This is an optimization exercise on Yosys and OpenROAD, whose aim is small area, a short achievable clock period and few clock cycles, not a production implementation. Where RTL was checked, it was by simulation tests only, not by an equivalence proof against the original.

==> flow/design.v <==
module aes_sbox (
    input  logic [7:0] a,
    output logic [7:0] y
);
    logic U0,U1,U2,U3,U4,U5,U6,U7;
    logic T1,T2,T3,T4,T5,T6,T7,T8,T9,T10,T11,T12,T13,T14,T15,T16,T17,T18,T19,T20,T21,T22,T23,T24,T25,T26,T27;
    logic M1,M2,M3,M4,M5,M6,M7,M8,M9,M10,M11,M12,M13,M14,M15,M16,M17,M18,M19,M20,M21,M22,M23,M24,M25,M26,M27,M28,M29,M30;
    logic M31,M32,M33,M34,M35,M36,M37,M38,M39,M40,M41,M42,M43,M44,M45,M46,M47,M48,M49,M50,M51,M52,M53,M54,M55,M56,M57,M58,M59,M60,M61,M62,M63;
    logic L0,L1,L2,L3,L4,L5,L6,L7,L8,L9,L10,L11,L12,L13,L14,L15,L16,L17,L18,L19,L20,L21,L22,L23,L24,L25,L26,L27,L28,L29;
    assign {U0,U1,U2,U3,U4,U5,U6,U7} = a;
    assign T1 = U0 ^ U3;
    assign T2 = U0 ^ U5;
    assign T3 = U0 ^ U6;
    assign T4 = U3 ^ U5;
    assign T5 = U4 ^ U6;
    assign T6 = T1 ^ T5;
    assign T7 = U1 ^ U2;
    assign T8 = U7 ^ T6;
    assign T9 = U7 ^ T7;
    assign T10 = T6 ^ T7;
    assign T11 = U1 ^ U5;
    assign T12 = U2 ^ U5;
    assign T13 = T3 ^ T4;
    assign T14 = T6 ^ T11;
    assign T15 = T5 ^ T11;
    assign T16 = T5 ^ T12;
    assign T17 = T9 ^ T16;
    assign T18 = U3 ^ U7;
    assign T19 = T7 ^ T18;
    assign T20 = T1 ^ T19;
    assign T21 = U6 ^ U7;
    assign T22 = T7 ^ T21;
    assign T23 = T2 ^ T22;
    assign T24 = T2 ^ T10;
    assign T25 = T20 ^ T17;
    assign T26 = T3 ^ T16;
    assign T27 = T1 ^ T12;
    assign M1 = T13 & T6;
    assign M2 = T23 & T8;
    assign M3 = T14 ^ M1;
    assign M4 = T19 & U7;
    assign M5 = M4 ^ M1;
    assign M6 = T3 & T16;
    assign M7 = T22 & T9;
    assign M8 = T26 ^ M6;
    assign M9 = T20 & T17;
    assign M10 = M9 ^ M6;
    assign M11 = T1 & T15;
    assign M12 = T4 & T27;
    assign M13 = M12 ^ M11;
    assign M14 = T2 & T10;
    assign M15 = M14 ^ M11;
    assign M16 = M3 ^ M2;
    assign M17 = M5 ^ T24;
    assign M18 = M8 ^ M7;
    assign M19 = M10 ^ M15;
    assign M20 = M16 ^ M13;
    assign M21 = M17 ^ M15;
    assign M22 = M18 ^ M13;
    assign M23 = M19 ^ T25;
    assign M24 = M22 ^ M23;
    assign M25 = M22 & M20;
    assign M26 = M21 ^ M25;
    assign M27 = M20 ^ M21;
    assign M28 = M23 ^ M25;
    assign M29 = M28 & M27;
    assign M30 = M26 & M24;
    assign M31 = M20 & M23;
    assign M32 = M27 & M31;
    assign M33 = M27 ^ M25;
    assign M34 = M21 & M22;
    assign M35 = M24 & M34;
    assign M36 = M24 ^ M25;
    assign M37 = M21 ^ M29;
    assign M38 = M32 ^ M33;
    assign M39 = M23 ^ M30;
    assign M40 = M35 ^ M36;
    assign M41 = M38 ^ M40;
    assign M42 = M37 ^ M39;
    assign M43 = M37 ^ M38;
    assign M44 = M39 ^ M40;
    assign M45 = M42 ^ M41;
    assign M46 = M44 & T6;
    assign M47 = M40 & T8;
    assign M48 = M39 & U7;
    assign M49 = M43 & T16;
    assign M50 = M38 & T9;
    assign M51 = M37 & T17;
    assign M52 = M42 & T15;
    assign M53 = M45 & T27;
    assign M54 = M41 & T10;
    assign M55 = M44 & T13;
    assign M56 = M40 & T23;
    assign M57 = M39 & T19;
    assign M58 = M43 & T3;
    assign M59 = M38 & T22;
    assign M60 = M37 & T20;
    assign M61 = M42 & T1;
    assign M62 = M45 & T4;
    assign M63 = M41 & T2;
    assign L0 = M61 ^ M62;
    assign L1 = M50 ^ M56;
    assign L2 = M46 ^ M48;
    assign L3 = M47 ^ M55;
    assign L4 = M54 ^ M58;
    assign L5 = M49 ^ M61;
    assign L6 = M62 ^ L5;
    assign L7 = M46 ^ L3;
    assign L8 = M51 ^ M59;
    assign L9 = M52 ^ M53;
    assign L10 = M53 ^ L4;
    assign L11 = M60 ^ L2;
    assign L12 = M48 ^ M51;
    assign L13 = M50 ^ L0;
    assign L14 = M52 ^ M61;
    assign L15 = M55 ^ L1;
    assign L16 = M56 ^ L0;
    assign L17 = M57 ^ L1;
    assign L18 = M58 ^ L8;
    assign L19 = M63 ^ L4;
    assign L20 = L0 ^ L1;
    assign L21 = L1 ^ L7;
    assign L22 = L3 ^ L12;
    assign L23 = L18 ^ L2;
    assign L24 = L15 ^ L9;
    assign L25 = L6 ^ L10;
    assign L26 = L7 ^ L9;
    assign L27 = L8 ^ L10;
    assign L28 = L11 ^ L14;
    assign L29 = L11 ^ L17;
    assign y[7] = L6 ^ L24;
    assign y[6] = ~(L16 ^ L26);
    assign y[5] = ~(L19 ^ L28);
    assign y[4] = L6 ^ L21;
    assign y[3] = L20 ^ L22;
    assign y[2] = L25 ^ L29;
    assign y[1] = ~(L13 ^ L27);
    assign y[0] = ~(L6 ^ L23);
endmodule
module aes_inv_key_sched (
    input  logic         clk,
    input  logic         rst_n,
    input  logic         clear,
    input  logic [127:0] key_in,
    input  logic         key_valid,
    output logic         key_ready,
    output logic [127:0] rk_out,
    output logic [3:0]   rk_round,
    output logic         rk_valid,
    input  logic         rk_ready,
    output logic         rk_last,
    output logic         busy
);
    logic [127:0] key_reg;
    logic [3:0]   ctr;
    logic         busy_q, ready_q, emit_q, last_q;
    logic         run_q;    
    logic         dir_q;    
    logic [31:0]  w0, w1, w2, w3;
    logic [31:0]  sbox_in, rot, sub, t;
    logic [7:0]   rcon;     
    logic [31:0]  n0, n1, n2, n3, t_f;
    logic         e, f;
    assign w0 = key_reg[127:96];
    assign w1 = key_reg[95:64];
    assign w2 = key_reg[63:32];
    assign w3 = key_reg[31:0];
    assign sbox_in = w3 ^ ({32{dir_q}} & w2);
    assign rot     = {sbox_in[23:0], sbox_in[31:24]};
    for (genvar b = 0; b < 4; b++) begin : g_sbox
        aes_sbox u_sbox (
            .a (rot[8*b +: 8]),
            .y (sub[8*b +: 8])
        );
    end
    assign t = sub ^ {rcon, 24'h000000};
    assign e   = !dir_q || rk_ready;
    assign f   = !dir_q;    
    assign t_f = {32{f}} & t;
    assign n0 = w0 ^ ({32{e}} & t);
    assign n1 = w1 ^ ({32{e}} & w0) ^ t_f;
    assign n2 = w2 ^ (f ? n1 : ({32{e}} & w1));    
    assign n3 = w3 ^ ({32{e}} & w2) ^ ({32{f}} & n1);
    always_ff @(posedge clk) key_reg <= run_q ? {n0, n1, n2, n3} : key_in;
    logic rcon_last;
    assign rcon_last = rcon[5] && rcon[2];    
    always_ff @(posedge clk) begin
        if (!run_q)                       rcon <= 8'h01;
        else if (!dir_q) begin
            if (!rcon_last)               rcon <= {rcon[6:0], 1'b0} ^ (rcon[7] ? 8'h1b : 8'h00);
        end else if (rk_ready)            rcon <= rcon[0] ? ({1'b1, rcon[7:1]} ^ 8'h0d) : {1'b0, rcon[7:1]};
    end
    always_ff @(posedge clk) begin
        if (!run_q)                       ctr <= 4'd10;
        else if (dir_q && rk_ready)       ctr <= ctr - 4'd1;
    end
    logic accept, fwd_done, rk_hs, done;
    assign accept   = !busy_q && key_valid;    
    assign fwd_done = run_q && !dir_q && rcon_last;
    assign rk_hs    = emit_q && rk_ready;
    assign done     = rk_hs && (ctr == 4'd0);
    always_ff @(posedge clk) begin
        if (clear || !run_q) dir_q <= 1'b0;
        else if (fwd_done)    dir_q <= 1'b1;
    end
    always_ff @(posedge clk or negedge rst_n) begin
        if (!rst_n)              run_q <= 1'b0;
        else if (clear)          run_q <= 1'b0;
        else if (!run_q)         run_q <= key_valid;
        else if (done)           run_q <= 1'b0;
    end
    always_ff @(posedge clk or negedge rst_n) begin
        if (!rst_n) begin
            busy_q  <= 1'b0;
            ready_q <= 1'b1;
            emit_q  <= 1'b0;
            last_q  <= 1'b0;
        end else if (clear) begin
            busy_q  <= 1'b0;
            ready_q <= 1'b1;
            emit_q  <= 1'b0;
            last_q  <= 1'b0;
        end else begin
            if (accept) begin
                busy_q  <= 1'b1;
                ready_q <= 1'b0;
            end else if (done) begin
                busy_q  <= 1'b0;
                ready_q <= 1'b1;
            end
            if (fwd_done)  emit_q <= 1'b1;
            else if (done) emit_q <= 1'b0;
            if (rk_hs) last_q <= (ctr == 4'd1);
        end
    end
    assign key_ready = ready_q;
    assign busy      = busy_q;
    assign rk_valid  = emit_q;
    assign rk_last   = last_q;
    assign rk_out    = key_reg;
    assign rk_round  = ctr;
endmodule
clock: 25.0 ns
lec_check: 0
cap_margin: 20
core_margin: 2
core_utilization: 40
cts_buf_list: sky130_fd_sc_hd__clkbuf_8
slew_margin: 20
standard.sh (not shown) runs the stock make flow with config.mk's settings and CLKGATE_MAP_FILE= SYNTH_SCRIPT=/design/flow/synth_recipe.tcl, a recipe that flattens the netlist after the stock synthesis.
==> flow/flow/run.sh <==
#!/bin/bash
# The standard layout (standard.sh), with these changes:
#  - synthesis maps logic with an area-oriented ABC script (flow/area.abc)
#    instead of ORFS's speed script; everything else in synthesis is as in
#    synth_recipe.tcl (same register mapping, flattening and renaming);
#  - the port buffers are buf_1 cells (repair_timing upsizes those on critical paths);
#  - repair_timing does not clone gates;
#  - repair_timing works to a setup margin of MARGIN ns (the SDC and its
#    clock period are unchanged).
set -euo pipefail
D=$(pwd)
MARGIN=$(cat flow/margin.txt)
{ cat flow/my_abc.tcl; cat synth_recipe.tcl; } > my_synth.tcl
sed 's#/synth_recipe.tcl#/my_synth.tcl#' standard.sh > my_standard.sh
export MY_ABC_SCRIPT=$D/flow/area.abc
export BUFFER_PORTS_ARGS="-buffer_cell sky130_fd_sc_hd__buf_1"
export SETUP_SLACK_MARGIN=$MARGIN
export SKIP_GATE_CLONING=1
bash my_standard.sh > standard.log 2>&1
==> flow/flow/area.abc <==
strash
&get -n
&st
&dch -f
&nf -a -R 1000
&put
==> flow/flow/margin.txt <==
18.6
==> flow/flow/my_abc.tcl <==
proc abc {args} {
  set i [lsearch -exact $args -script]
  if {$i >= 0 && [info exists ::env(MY_ABC_SCRIPT)]} { lset args [expr {$i+1}] $::env(MY_ABC_SCRIPT) }
  set j [lsearch -exact $args -D]
  if {$j >= 0 && [info exists ::env(MY_ABC_NO_D)]} { set args [lreplace $args $j [expr {$j+1}]] }
  yosys abc {*}$args
}
Testbench counts at the start, summed over its fixed seeds: cycles 7,040.
Edit:
--- a/flow/design.v
+++ b/flow/design.v
@@ -177,10 +177,16 @@
     assign e   = !dir_q || rk_ready;
     assign f   = !dir_q;    
     assign t_f = {32{f}} & t;
+    logic [31:0] x0, x1, d1, d2, d3;
+    assign x0 = w0 ^ t;
+    assign x1 = w1 ^ x0;
+    assign d1 = w0 ^ t_f;
+    assign d2 = w1 ^ ({32{f}} & x0);
+    assign d3 = w2 ^ ({32{f}} & x1);
     assign n0 = w0 ^ ({32{e}} & t);
-    assign n1 = w1 ^ ({32{e}} & w0) ^ t_f;
-    assign n2 = w2 ^ (f ? n1 : ({32{e}} & w1));    
-    assign n3 = w3 ^ ({32{e}} & w2) ^ ({32{f}} & n1);
+    assign n1 = w1 ^ ({32{e}} & d1);
+    assign n2 = w2 ^ ({32{e}} & d2);
+    assign n3 = w3 ^ ({32{e}} & d3);
     always_ff @(posedge clk) key_reg <= run_q ? {n0, n1, n2, n3} : key_in;
     logic rcon_last;
     assign rcon_last = rcon[5] && rcon[2];    
The new run ran to the end with no violations.
Non-clock buffer count rose by 5.
Die area went up slightly.
Setup slack is worse by 0.067 ns.
Register-to-register slack barely changes.
Synthesized cell count came out higher slightly.
Synthesized area is higher slightly.
Only the layout flow was run in the second run of this note; the RTL was not checked for function there.

---

== xenon ==
RTL: the design.v shown in full above, as it stands there.
Settings: LEC_CHECK=0, CAP_MARGIN=20, CORE_MARGIN=2, CORE_UTILIZATION=40, CTS_BUF_LIST=sky130_fd_sc_hd__clkbuf_8, SLEW_MARGIN=20; clock period 25.0 ns.
==> flow/flow/run.sh <==
#!/bin/bash
# The standard layout (standard.sh), with these changes:
#  - synthesis maps logic with an area-oriented ABC script (flow/area.abc)
#    instead of ORFS's speed script; everything else in synthesis is as in
#    synth_recipe.tcl (same register mapping, flattening and renaming);
#  - the port buffers are buf_1 cells (repair_timing upsizes those on critical paths);
#  - repair_timing works to a setup margin of MARGIN ns (the SDC and its
#    clock period are unchanged).
set -euo pipefail
D=$(pwd)
MARGIN=$(cat flow/margin.txt)
{ cat flow/my_abc.tcl; cat synth_recipe.tcl; } > my_synth.tcl
sed 's#/synth_recipe.tcl#/my_synth.tcl#' standard.sh > my_standard.sh
export MY_ABC_SCRIPT=$D/flow/area.abc
export BUFFER_PORTS_ARGS="-buffer_cell sky130_fd_sc_hd__buf_1"
export SETUP_SLACK_MARGIN=$MARGIN
bash my_standard.sh > standard.log 2>&1
==> flow/flow/margin.txt <==
18.5
Scripts as last shown in full above: flow/flow/area.abc, flow/flow/my_abc.tcl
Testbench counts of xenon, summed over its fixed seeds: cycles 7,040.
The inputs of sierra differ from those of xenon as listed below.
--- a/flow/design.v
+++ b/flow/design.v
@@ -159,7 +159,7 @@
     logic [31:0]  w0, w1, w2, w3;
     logic [31:0]  sbox_in, rot, sub, t;
     logic [7:0]   rcon;     
-    logic [31:0]  n0, n1, n2, n3, t_f;
+    logic [31:0]  n0, n1, n2, n3;
     logic         e, f;
     assign w0 = key_reg[127:96];
     assign w1 = key_reg[95:64];
@@ -176,11 +176,10 @@
     assign t = sub ^ {rcon, 24'h000000};
     assign e   = !dir_q || rk_ready;
     assign f   = !dir_q;    
-    assign t_f = {32{f}} & t;
     assign n0 = w0 ^ ({32{e}} & t);
-    assign n1 = w1 ^ ({32{e}} & w0) ^ t_f;
-    assign n2 = w2 ^ (f ? n1 : ({32{e}} & w1));    
-    assign n3 = w3 ^ ({32{e}} & w2) ^ ({32{f}} & n1);
+    assign n1 = w1 ^ (f ? n0 : ({32{e}} & w0));
+    assign n2 = w2 ^ (f ? n1 : ({32{e}} & w1));
+    assign n3 = w3 ^ (f ? n2 : ({32{e}} & w2));
     always_ff @(posedge clk) key_reg <= run_q ? {n0, n1, n2, n3} : key_in;
     logic rcon_last;
     assign rcon_last = rcon[5] && rcon[2];    
[summary]
sierra: count of placed standard cells including taps 33 below xenon. Between xenon and sierra, setup clock skew after layout decreased. Between sierra and xenon, the difference in clock transition at the registers of the reported paths is negligible. Taking xenon as the reference, in sierra finished layout cell area went up, critical path depth went up, required time of the critical path went up.
The RTL of sierra was laid out without a check of its function.

---

## run a
RTL: one of the versions met above, not the one the previous note started from.
Size: ~1500 cells after synthesis, roughly 270 I/O pins, roughly 0.011 sq mm of cells after synthesis.
==> module aes_inv_key_sched, before the edit <==
module aes_inv_key_sched (
    input  logic         clk,
    input  logic         rst_n,
    input  logic         clear,
    input  logic [127:0] key_in,
    input  logic         key_valid,
    output logic         key_ready,
    output logic [127:0] rk_out,
    output logic [3:0]   rk_round,
    output logic         rk_valid,
    input  logic         rk_ready,
    output logic         rk_last,
    output logic         busy
);
    logic [127:0] key_reg;
    logic [3:0]   ctr;
    logic         busy_q, ready_q, emit_q, last_q;
    logic         run_q;    
    logic         dir_q;    
    logic [31:0]  w0, w1, w2, w3;
    logic [31:0]  sbox_in, rot, sub, t;
    logic [7:0]   rcon;     
    logic [31:0]  n0, n1, n2, n3, t_f;
    logic         e, f;
    assign w0 = key_reg[127:96];
    assign w1 = key_reg[95:64];
    assign w2 = key_reg[63:32];
    assign w3 = key_reg[31:0];
    assign sbox_in = w3 ^ ({32{dir_q}} & w2);
    assign rot     = {sbox_in[23:0], sbox_in[31:24]};
    for (genvar b = 0; b < 4; b++) begin : g_sbox
        aes_sbox u_sbox (
            .a (rot[8*b +: 8]),
            .y (sub[8*b +: 8])
        );
    end
    assign t = sub ^ {rcon, 24'h000000};
    assign e   = !dir_q || rk_ready;
    assign f   = !dir_q;    
    assign t_f = {32{f}} & t;
    logic [31:0] x0, x1, d1, d2, d3;
    assign x0 = w0 ^ t;
    assign x1 = w1 ^ x0;
    assign d1 = w0 ^ t_f;
    assign d2 = w1 ^ ({32{f}} & x0);
    assign d3 = w2 ^ ({32{f}} & x1);
    assign n0 = w0 ^ ({32{e}} & t);
    assign n1 = w1 ^ ({32{e}} & d1);
    assign n2 = w2 ^ ({32{e}} & d2);
    assign n3 = w3 ^ ({32{e}} & d3);
    always_ff @(posedge clk) key_reg <= run_q ? {n0, n1, n2, n3} : key_in;
    logic rcon_last;
    assign rcon_last = rcon[5] && rcon[2];    
    always_ff @(posedge clk) begin
        if (!run_q)                       rcon <= 8'h01;
        else if (!dir_q) begin
            if (!rcon_last)               rcon <= {rcon[6:0], 1'b0} ^ (rcon[7] ? 8'h1b : 8'h00);
        end else if (rk_ready)            rcon <= rcon[0] ? ({1'b1, rcon[7:1]} ^ 8'h0d) : {1'b0, rcon[7:1]};
    end
    always_ff @(posedge clk) begin
        if (!run_q)                       ctr <= 4'd10;
        else if (dir_q && rk_ready)       ctr <= ctr - 4'd1;
    end
    logic accept, fwd_done, rk_hs, done;
    assign accept   = !busy_q && key_valid;    
    assign fwd_done = run_q && !dir_q && rcon_last;
    assign rk_hs    = emit_q && rk_ready;
    assign done     = rk_hs && (ctr == 4'd0);
    always_ff @(posedge clk) begin
        if (clear || !run_q) dir_q <= 1'b0;
        else if (fwd_done)    dir_q <= 1'b1;
    end
    always_ff @(posedge clk or negedge rst_n) begin
        if (!rst_n)              run_q <= 1'b0;
        else if (clear)          run_q <= 1'b0;
        else if (!run_q)         run_q <= key_valid;
        else if (done)           run_q <= 1'b0;
    end
    always_ff @(posedge clk or negedge rst_n) begin
        if (!rst_n) begin
            busy_q  <= 1'b0;
            ready_q <= 1'b1;
            emit_q  <= 1'b0;
            last_q  <= 1'b0;
        end else if (clear) begin
            busy_q  <= 1'b0;
            ready_q <= 1'b1;
            emit_q  <= 1'b0;
            last_q  <= 1'b0;
        end else begin
            if (accept) begin
                busy_q  <= 1'b1;
                ready_q <= 1'b0;
            end else if (done) begin
                busy_q  <= 1'b0;
                ready_q <= 1'b1;
            end
            if (fwd_done)  emit_q <= 1'b1;
            else if (done) emit_q <= 1'b0;
            if (rk_hs) last_q <= (ctr == 4'd1);
        end
    end
    assign key_ready = ready_q;
    assign busy      = busy_q;
    assign rk_valid  = emit_q;
    assign rk_last   = last_q;
    assign rk_out    = key_reg;
    assign rk_round  = ctr;
endmodule
clock: 25.0 ns
lec_check: 0
cap_margin: 20
core_margin: 2
core_utilization: 40
cts_buf_list: sky130_fd_sc_hd__clkbuf_8
slew_margin: 20
Scripts as last shown in full above: flow/flow/run.sh, flow/flow/area.abc, flow/flow/margin.txt, flow/flow/my_abc.tcl
Modified inputs, run b compared to run a
--- a/flow/design.v
+++ b/flow/design.v
@@ -175,20 +175,14 @@
     end
     assign t = sub ^ {rcon, 24'h000000};
     assign e   = !dir_q || rk_ready;
     assign f   = !dir_q;    
     assign t_f = {32{f}} & t;
-    logic [31:0] x0, x1, d1, d2, d3;
-    assign x0 = w0 ^ t;
-    assign x1 = w1 ^ x0;
-    assign d1 = w0 ^ t_f;
-    assign d2 = w1 ^ ({32{f}} & x0);
-    assign d3 = w2 ^ ({32{f}} & x1);
     assign n0 = w0 ^ ({32{e}} & t);
-    assign n1 = w1 ^ ({32{e}} & d1);
-    assign n2 = w2 ^ ({32{e}} & d2);
-    assign n3 = w3 ^ ({32{e}} & d3);
+    assign n1 = w1 ^ ({32{e}} & w0) ^ t_f;
+    assign n2 = w2 ^ ({32{e}} & w1) ^ ({32{f}} & n0);
+    assign n3 = w3 ^ ({32{e}} & w2) ^ ({32{f}} & n1);
     always_ff @(posedge clk) key_reg <= run_q ? {n0, n1, n2, n3} : key_in;
     logic rcon_last;
     assign rcon_last = rcon[5] && rcon[2];    
     always_ff @(posedge clk) begin
         if (!run_q)                       rcon <= 8'h01;
From run b to run a, hold violation count in the final report did not move at all. Cmp run a and run b / compound-cell area share of the yosys netlist / higher: run a. Compared with run a, run b shows wire length reported by the detailed router lower by about 4.6%. | count of buffer and inverter cells on the critical path | run b vs run a | 1 higher |. NOTE: critical path depth in run b exceeds that of run a. From run a to run b the numbers moved as follows: data arrival time of the worst path went down 0.12 ns, cell area after technology mapping went up about 1.6%, delay contributed by the slowest stage of the critical path went down 0.60 ns, least setup slack across all paths after layout went up 0.12 ns.
Testbench counts of run b, summed over its fixed seeds: cycles 7,040.
Function not checked in run a: the RTL went through the layout flow alone.

## re-timing with driven ports
No port has a modelled driver above. Below, the same layouts with a new extraction and two added sets of constraints.
Step 1 (the two cells are an assumption about what drives the block):
set clk [get_ports {clk}]
set_driving_cell -lib_cell sky130_fd_sc_hd__clkbuf_16 $clk
set_driving_cell -lib_cell sky130_fd_sc_hd__buf_2 [delete_from_list [all_inputs] $clk]
Step 2 also shifts input and output timing later by t, the mid clock arrival at the registers, as if the neighbouring blocks saw the same clock.
Slacks: ideal ports / drivers / drivers and shift; pairs: ideal ports / drivers.
run | t (ns) | setup slack, ns | worst slew at a driven data input, ns | pins driven straight from the clock port
the first run of note 1 | 0.492 | 18.829 / 18.795 / 18.355 | 0.06 | 1
the second run of note 1 | 0.502 | 18.763 / 18.718 / 18.295 | 0.04 | 1
xenon | 0.506 | 18.673 / 18.694 / 18.189 | 0.06 | 1
sierra | 0.510 | 18.493 / 18.487 / 17.977 | 0.06 | 1
run a | 0.518 | 18.643 / 18.664 / 18.146 | 0.06 | 1
run b | 0.504 | 18.765 / 18.788 / 18.284 | 0.09 | 1
After both steps setup and hold are still met in every run listed. The setup slack of sierra, which loses most, moves by -0.006 ns with the drivers and by -0.516 ns with both steps.
